What follows belongs to an exercise in optimizing a design on an open flow for small area and a short achievable clock period; a production flow would make more cautious choices.
RTL that was checked went through simulation tests only; none was proved equivalent to the original.
Power is estimated from default activity; no workload was simulated.

Setup of main:
==> module logo_buffer, before the edit <==
module logo_buffer (
  input  logic        Pclk_Rx,
  input  logic        reset_n,
  input  logic        frame_start,
  input  logic        in_window,
  input  logic        mem_valid,
  input  logic [23:0] mem_pixel,
  output logic [23:0] logo_pixel,    
  output logic        refill_need
);
  localparam int PTR_W = $clog2(96);
  localparam logic [PTR_W-1:0] LAST = PTR_W'(96 - 1);
  localparam logic [PTR_W-1:0] HALF_LAST = PTR_W'(48 - 1);
  logic [23:0] ring [0:96-1];
  logic [PTR_W-1:0] wr_ptr;
  logic [PTR_W-1:0] rd_ptr;
  logic [PTR_W-1:0] rd_nxt;    
  logic [23:0] nxt_word;       
  logic [96-1:0] nxt_sel;
  logic wr_at_rd, wr_at_nxt, wr_at_0;
  always_ff @(posedge Pclk_Rx)
  begin
    if (mem_valid)
      ring[wr_ptr] <= mem_pixel;
  end
  always_comb
  begin
    nxt_word = '0;
    for (int i = 0; i < 96; i++)
    begin
      nxt_sel[i] = (rd_nxt == PTR_W'(i));
      nxt_word = nxt_word | (ring[i] & {24{nxt_sel[i]}});
    end
  end
  assign wr_at_rd  = mem_valid && (wr_ptr == rd_ptr);
  assign wr_at_nxt = mem_valid && (wr_ptr == rd_nxt);
  assign wr_at_0   = mem_valid && (wr_ptr == '0);
  always_ff @(posedge Pclk_Rx)
  begin
    if (frame_start)
      logo_pixel <= wr_at_0 ? mem_pixel : ring[0];
    else if (in_window)
      logo_pixel <= wr_at_nxt ? mem_pixel : nxt_word;
    else if (wr_at_rd)
      logo_pixel <= mem_pixel;
  end
  always_ff @(posedge Pclk_Rx or negedge reset_n)
  begin
    if (!reset_n)
    begin
      wr_ptr      <= '0;
      rd_ptr      <= '0;
      rd_nxt      <= PTR_W'(1);
      refill_need <= 1'b0;
    end
    else if (frame_start)
    begin
      wr_ptr      <= '0;
      rd_ptr      <= '0;
      rd_nxt      <= PTR_W'(1);
      refill_need <= 1'b0;
    end
    else
    begin
      if (mem_valid)
        wr_ptr <= (wr_ptr == LAST) ? '0 : wr_ptr + 1'b1;
      if (in_window)
      begin
        rd_ptr <= rd_nxt;
        rd_nxt <= (rd_nxt == LAST) ? '0 : rd_nxt + 1'b1;
      end
      refill_need <= in_window && (rd_ptr == HALF_LAST || rd_ptr == LAST);
    end
  end
endmodule
clock: 8.0 ns
lec_check: 0
cap_margin: 20
core_margin: 2
core_utilization: 40
setup_slack_margin: 4.8
slew_margin: 20
run.sh (not shown) runs the stock make flow with config.mk's settings and CLKGATE_MAP_FILE= SYNTH_SCRIPT=/design/flow/synth_recipe.tcl, a recipe that flattens the netlist after the stock synthesis.
The inputs of the feature branch differ from those of main as listed below.
diff --git a/flow/design.v b/flow/design.v
--- a/flow/design.v
+++ b/flow/design.v
@@ -257,12 +257,15 @@
   localparam int PTR_W = $clog2(96);
   localparam logic [PTR_W-1:0] LAST = PTR_W'(96 - 1);
   localparam logic [PTR_W-1:0] HALF_LAST = PTR_W'(48 - 1);
+  localparam int NL = 8;                    
+  localparam int NG = 96 / NL;
   logic [23:0] ring [0:96-1];
   logic [PTR_W-1:0] wr_ptr;
   logic [PTR_W-1:0] rd_ptr;
   logic [PTR_W-1:0] rd_nxt;    
+  logic [NG-1:0]    nxt_grp;   
+  logic [NL-1:0]    nxt_lane;  
   logic [23:0] nxt_word;       
-  logic [96-1:0] nxt_sel;
   logic wr_at_rd, wr_at_nxt, wr_at_0;
   always_ff @(posedge Pclk_Rx)
   begin
@@ -273,10 +276,7 @@
   begin
     nxt_word = '0;
     for (int i = 0; i < 96; i++)
-    begin
-      nxt_sel[i] = (rd_nxt == PTR_W'(i));
-      nxt_word = nxt_word | (ring[i] & {24{nxt_sel[i]}});
-    end
+      nxt_word = nxt_word | (ring[i] & {24{nxt_grp[i / NL] & nxt_lane[i % NL]}});
   end
   assign wr_at_rd  = mem_valid && (wr_ptr == rd_ptr);
   assign wr_at_nxt = mem_valid && (wr_ptr == rd_nxt);
@@ -297,6 +297,8 @@
       wr_ptr      <= '0;
       rd_ptr      <= '0;
       rd_nxt      <= PTR_W'(1);
+      nxt_grp     <= NG'(1);
+      nxt_lane    <= NL'(2);
       refill_need <= 1'b0;
     end
     else if (frame_start)
@@ -304,6 +306,8 @@
       wr_ptr      <= '0;
       rd_ptr      <= '0;
       rd_nxt      <= PTR_W'(1);
+      nxt_grp     <= NG'(1);
+      nxt_lane    <= NL'(2);
       refill_need <= 1'b0;
     end
     else
@@ -312,8 +316,11 @@
         wr_ptr <= (wr_ptr == LAST) ? '0 : wr_ptr + 1'b1;
       if (in_window)
       begin
-        rd_ptr <= rd_nxt;
-        rd_nxt <= (rd_nxt == LAST) ? '0 : rd_nxt + 1'b1;
+        rd_ptr   <= rd_nxt;
+        rd_nxt   <= (rd_nxt == LAST) ? '0 : rd_nxt + 1'b1;
+        nxt_lane <= {nxt_lane[NL-2:0], nxt_lane[NL-1]};
+        if (nxt_lane[NL-1])
+          nxt_grp <= {nxt_grp[NG-2:0], nxt_grp[NG-1]};
       end
       refill_need <= in_window && (rd_ptr == HALF_LAST || rd_ptr == LAST);
     end
Findings:
Summary of the feature branch over main: pin count of the biggest net entering global routing +12, mean number of vias per cell +0.42.
Looking at main and the feature branch, the clock network area share is a wash.
The run showing the greater combinational logic power is the feature branch.
The feature branch vs main, termination of the worst setup path: u_logo_buffer.logo_pixel[21] vs u_logo_buffer.logo_pixel[16]
When the final numbers for main and the feature branch were put side by side, the worst endpoint required time turned out to be greater in main.
Between main and the feature branch, part of the cycle the worst path needs is lower for the feature branch, main comes in above that.
Leftover overflow at the end of global routing delta (main -> the feature branch): insignificant
The feature branch has wire length of the first global-routing pass above what main had.
Total via count after detailed routing: the feature branch vs main up 5801
The feature branch — worst-margin pin slew 0.022 ns lower, main as reference
Total power of the feature branch is higher than that of main.
Sum of met3 wire segment lengths after detailed routing (main / the feature branch): 0.818
Only the layout flow was run in the feature branch; the RTL was not checked for function there.

---

logo_key, a different RTL version from the one above (not shown whole).
Size: ~6200 cells after synthesis, ~96 I/O pins, ~100000 sq um of cells after synthesis.
==> module logo_buffer, before the edit <==
module logo_buffer (
  input  logic        Pclk_Rx,
  input  logic        reset_n,
  input  logic        frame_start,
  input  logic        in_window,
  input  logic        mem_valid,
  input  logic [23:0] mem_pixel,
  output logic [23:0] logo_pixel,    
  output logic        refill_need
);
  localparam int PTR_W = $clog2(96);
  localparam logic [PTR_W-1:0] LAST = PTR_W'(96 - 1);
  localparam logic [PTR_W-1:0] HALF_LAST = PTR_W'(48 - 1);
  localparam int DEPTH = 96;
  localparam int NL = 8;                    
  localparam int NG = DEPTH / NL;
  logic [23:0] ring [0:DEPTH-1];
  logic [PTR_W-1:0] wr_ptr;
  logic [PTR_W-1:0] rd_ptr;
  logic [PTR_W-1:0] rd_nxt;      
  logic [PTR_W-1:0] rd_nxt_inc;  
  logic [NG-1:0]    nxt_grp;     
  logic [NL-1:0]    nxt_lane;    
  logic [NG-1:0]    grp_nx;
  logic [NL-1:0]    lane_nx;
  logic [NG-1:0]    wr_grp;      
  logic [NL-1:0]    wr_lane;
  logic             wq_valid;    
  logic [PTR_W-1:0] wq_ptr;
  logic [23:0]      wq_word;
  logic [NG-1:0]    wq_grp;      
  logic [NL-1:0]    wq_lane;
  logic [DEPTH-1:0] nxt_sel;     
  logic             nxt_wq;      
  logic             nxt_wq_nx;
  logic [23:0]      tree_lo, tree_hi;
  logic [23:0]      rd_lo, rd_hi, rd_wq, zero_read;
  logic             use_wq_nx, use_hi_nx, use_lo_nx;
  logic             wr_at_rd, wr_at_nxt, wr_at_0;
  always_comb
  begin
    for (int g = 0; g < NG; g++)
      wr_grp[g] = (wr_ptr[PTR_W-1:3] == 4'(g));
    for (int l = 0; l < NL; l++)
      wr_lane[l] = (wr_ptr[2:0] == 3'(l));
  end
  always_ff @(posedge Pclk_Rx or negedge reset_n)
  begin
    if (!reset_n)
    begin
      wq_valid <= 1'b0;
      wq_grp   <= '0;
    end
    else
    begin
      wq_valid <= mem_valid;
      wq_grp   <= wr_grp & {NG{mem_valid}};
    end
  end
  always_ff @(posedge Pclk_Rx)
  begin
    wq_ptr  <= wr_ptr;
    wq_lane <= wr_lane;
    wq_word <= mem_pixel;
  end
  always_ff @(posedge Pclk_Rx)
  begin
    for (int i = 0; i < DEPTH; i++)
      if (wq_grp[i / NL] && wq_lane[i % NL])
        ring[i] <= wq_word;
  end
  always_comb
  begin
    if (frame_start)
    begin
      grp_nx  = NG'(1);
      lane_nx = NL'(2);
      nxt_wq_nx = mem_valid && (wr_ptr == PTR_W'(1));
    end
    else if (in_window)
    begin
      lane_nx = {nxt_lane[NL-2:0], nxt_lane[NL-1]};
      grp_nx  = nxt_lane[NL-1] ? {nxt_grp[NG-2:0], nxt_grp[NG-1]} : nxt_grp;
      nxt_wq_nx = mem_valid && (wr_ptr == rd_nxt_inc);
    end
    else
    begin
      lane_nx = nxt_lane;
      grp_nx  = nxt_grp;
      nxt_wq_nx = mem_valid && (wr_ptr == rd_nxt);
    end
  end
  always_ff @(posedge Pclk_Rx)
  begin
    for (int i = 0; i < DEPTH; i++)
      nxt_sel[i] <= grp_nx[i / NL] && lane_nx[i % NL]
                    && !(mem_valid && wr_grp[i / NL] && wr_lane[i % NL]);
    nxt_wq <= nxt_wq_nx;
  end
  always_comb
  begin
    tree_lo = nxt_wq ? wq_word : '0;
    tree_hi = '0;
    for (int i = 0; i < DEPTH / 2; i++)
      tree_lo = tree_lo | (ring[i] & {24{nxt_sel[i]}});
    for (int i = DEPTH / 2; i < DEPTH; i++)
      tree_hi = tree_hi | (ring[i] & {24{nxt_sel[i]}});
  end
  assign zero_read = (wq_valid && wq_ptr == '0) ? wq_word : ring[0];
  assign logo_pixel = rd_lo | rd_hi | rd_wq;
  assign wr_at_rd  = mem_valid && (wr_ptr == rd_ptr);
  assign wr_at_nxt = mem_valid && (wr_ptr == rd_nxt);
  assign wr_at_0   = mem_valid && (wr_ptr == '0);
  always_comb
  begin
    if (frame_start)
    begin
      use_wq_nx = wr_at_0;
      use_hi_nx = 1'b0;
    end
    else if (in_window)
    begin
      use_wq_nx = wr_at_nxt;
      use_hi_nx = !wr_at_nxt && !nxt_wq && (|nxt_grp[NG-1:NG/2]);
    end
    else
    begin
      use_wq_nx = wr_at_rd;
      use_hi_nx = 1'b0;
    end
  end
  assign use_lo_nx = !use_wq_nx && !use_hi_nx;
  always_ff @(posedge Pclk_Rx)
  begin
    if (!use_lo_nx)
      rd_lo <= '0;
    else if (frame_start)
      rd_lo <= zero_read;
    else if (in_window)
      rd_lo <= tree_lo;
    else
      rd_lo <= logo_pixel;
    rd_hi <= use_hi_nx ? tree_hi : '0;
    rd_wq <= use_wq_nx ? mem_pixel : '0;
  end
  assign rd_nxt_inc = (rd_nxt == LAST) ? '0 : rd_nxt + 1'b1;
  always_ff @(posedge Pclk_Rx or negedge reset_n)
  begin
    if (!reset_n)
    begin
      wr_ptr      <= '0;
      rd_ptr      <= '0;
      rd_nxt      <= PTR_W'(1);
      nxt_grp     <= NG'(1);
      nxt_lane    <= NL'(2);
      refill_need <= 1'b0;
    end
    else if (frame_start)
    begin
      wr_ptr      <= '0;
      rd_ptr      <= '0;
      rd_nxt      <= PTR_W'(1);
      nxt_grp     <= NG'(1);
      nxt_lane    <= NL'(2);
      refill_need <= 1'b0;
    end
    else
    begin
      if (mem_valid)
        wr_ptr <= (wr_ptr == LAST) ? '0 : wr_ptr + 1'b1;
      if (in_window)
      begin
        rd_ptr <= rd_nxt;
        rd_nxt <= rd_nxt_inc;
      end
      nxt_lane <= lane_nx;
      nxt_grp  <= grp_nx;
      refill_need <= in_window && (rd_ptr == HALF_LAST || rd_ptr == LAST);
    end
  end
endmodule
Settings: LEC_CHECK=0, CAP_MARGIN=20, CORE_MARGIN=2, CORE_UTILIZATION=40, SETUP_SLACK_MARGIN=4.9, SLEW_MARGIN=20; clock period 8.0 ns.
Then changed:
--- a/flow/design.v
+++ b/flow/design.v
@@ -278,6 +278,7 @@
   logic             nxt_wq_nx;
   logic [23:0]      tree_lo, tree_hi;
-  logic [23:0]      rd_lo, rd_hi, rd_wq, zero_read;
-  logic             use_wq_nx, use_hi_nx, use_lo_nx;
+  logic [23:0]      rd_lo, rd_hi, zero_read;
+  logic             use_wq, use_lo, use_hi;
+  logic             use_wq_nx, use_hi_nx;
   logic             wr_at_rd, wr_at_nxt, wr_at_0;
   always_comb
@@ -351,5 +352,5 @@
   end
   assign zero_read = (wq_valid && wq_ptr == '0) ? wq_word : ring[0];
-  assign logo_pixel = rd_lo | rd_hi | rd_wq;
+  assign logo_pixel = ({24{use_wq}} & wq_word) | ({24{use_lo}} & rd_lo) | ({24{use_hi}} & rd_hi);
   assign wr_at_rd  = mem_valid && (wr_ptr == rd_ptr);
   assign wr_at_nxt = mem_valid && (wr_ptr == rd_nxt);
@@ -373,10 +374,7 @@
     end
   end
-  assign use_lo_nx = !use_wq_nx && !use_hi_nx;
   always_ff @(posedge Pclk_Rx)
   begin
-    if (!use_lo_nx)
-      rd_lo <= '0;
-    else if (frame_start)
+    if (frame_start)
       rd_lo <= zero_read;
     else if (in_window)
@@ -384,6 +382,20 @@
     else
       rd_lo <= logo_pixel;
-    rd_hi <= use_hi_nx ? tree_hi : '0;
-    rd_wq <= use_wq_nx ? mem_pixel : '0;
+    rd_hi <= tree_hi;
+  end
+  always_ff @(posedge Pclk_Rx or negedge reset_n)
+  begin
+    if (!reset_n)
+    begin
+      use_wq <= 1'b0;
+      use_lo <= 1'b1;
+      use_hi <= 1'b0;
+    end
+    else
+    begin
+      use_wq <= use_wq_nx;
+      use_lo <= !use_wq_nx && !use_hi_nx;
+      use_hi <= use_hi_nx;
+    end
   end
   assign rd_nxt_inc = (rd_nxt == LAST) ? '0 : rd_nxt + 1'b1;
After rerunning: The changed run passed the timing, design-rule and antenna checks. Setup slack degrades by 0.48 ns. Area after synthesis is lower by about 0.5%. Power is higher by 7.4%. Clock-buffer cell count is higher by 17. Routed wire length stays flat. Sequential share of layout area is lower by 1.2 points. Fmax is lower by about 14%. First-iteration DRC count is higher by 0.39%.
For the second run of this note, only the layout was checked, not whether the RTL still works.

re-timing with driven ports:
Ports are ideal in the flow. The routed layouts listed here were re-timed in OpenROAD.
Step 1 (the two cells are an assumption about what drives the block):
set clk [get_ports {Pclk_Rx}]
set_driving_cell -lib_cell sky130_fd_sc_hd__clkbuf_16 $clk
set_driving_cell -lib_cell sky130_fd_sc_hd__buf_2 [delete_from_list [all_inputs] $clk]
Step 2, shift: input delay + t, output delay - t, t = (earliest + latest rising clock arrival at the registers) / 2. This alone moves slack from input paths to output paths.
a / b / c = ideal ports / drivers / drivers and shift; a / b = the first two.
run	t (ns)	setup WS [ns]	hold WS [ns]	slew at the worst register clock pin (ns)	pins driven straight from the clock port
main	0.976	4.313 / 4.313 / 3.706	0.358 / 0.358 / 0.358	0.07 / 0.07	1
the feature branch	1.020	4.573 / 4.573 / 3.710	0.364 / 0.364 / 0.364	0.07 / 0.07	1
the first run of note 2	1.034	4.913 / 4.849 / 3.968	0.346 / 0.346 / 0.346	0.07 / 0.07	1
the second run of note 2	1.031	4.430 / 4.430 / 3.640	0.356 / 0.356 / 0.356	0.07 / 0.07	1
After both steps setup and hold are still met in every run listed. For the first run of note 2, which loses most, drivers alone change the setup slack by -0.064 ns; drivers and shift together by -0.945 ns.
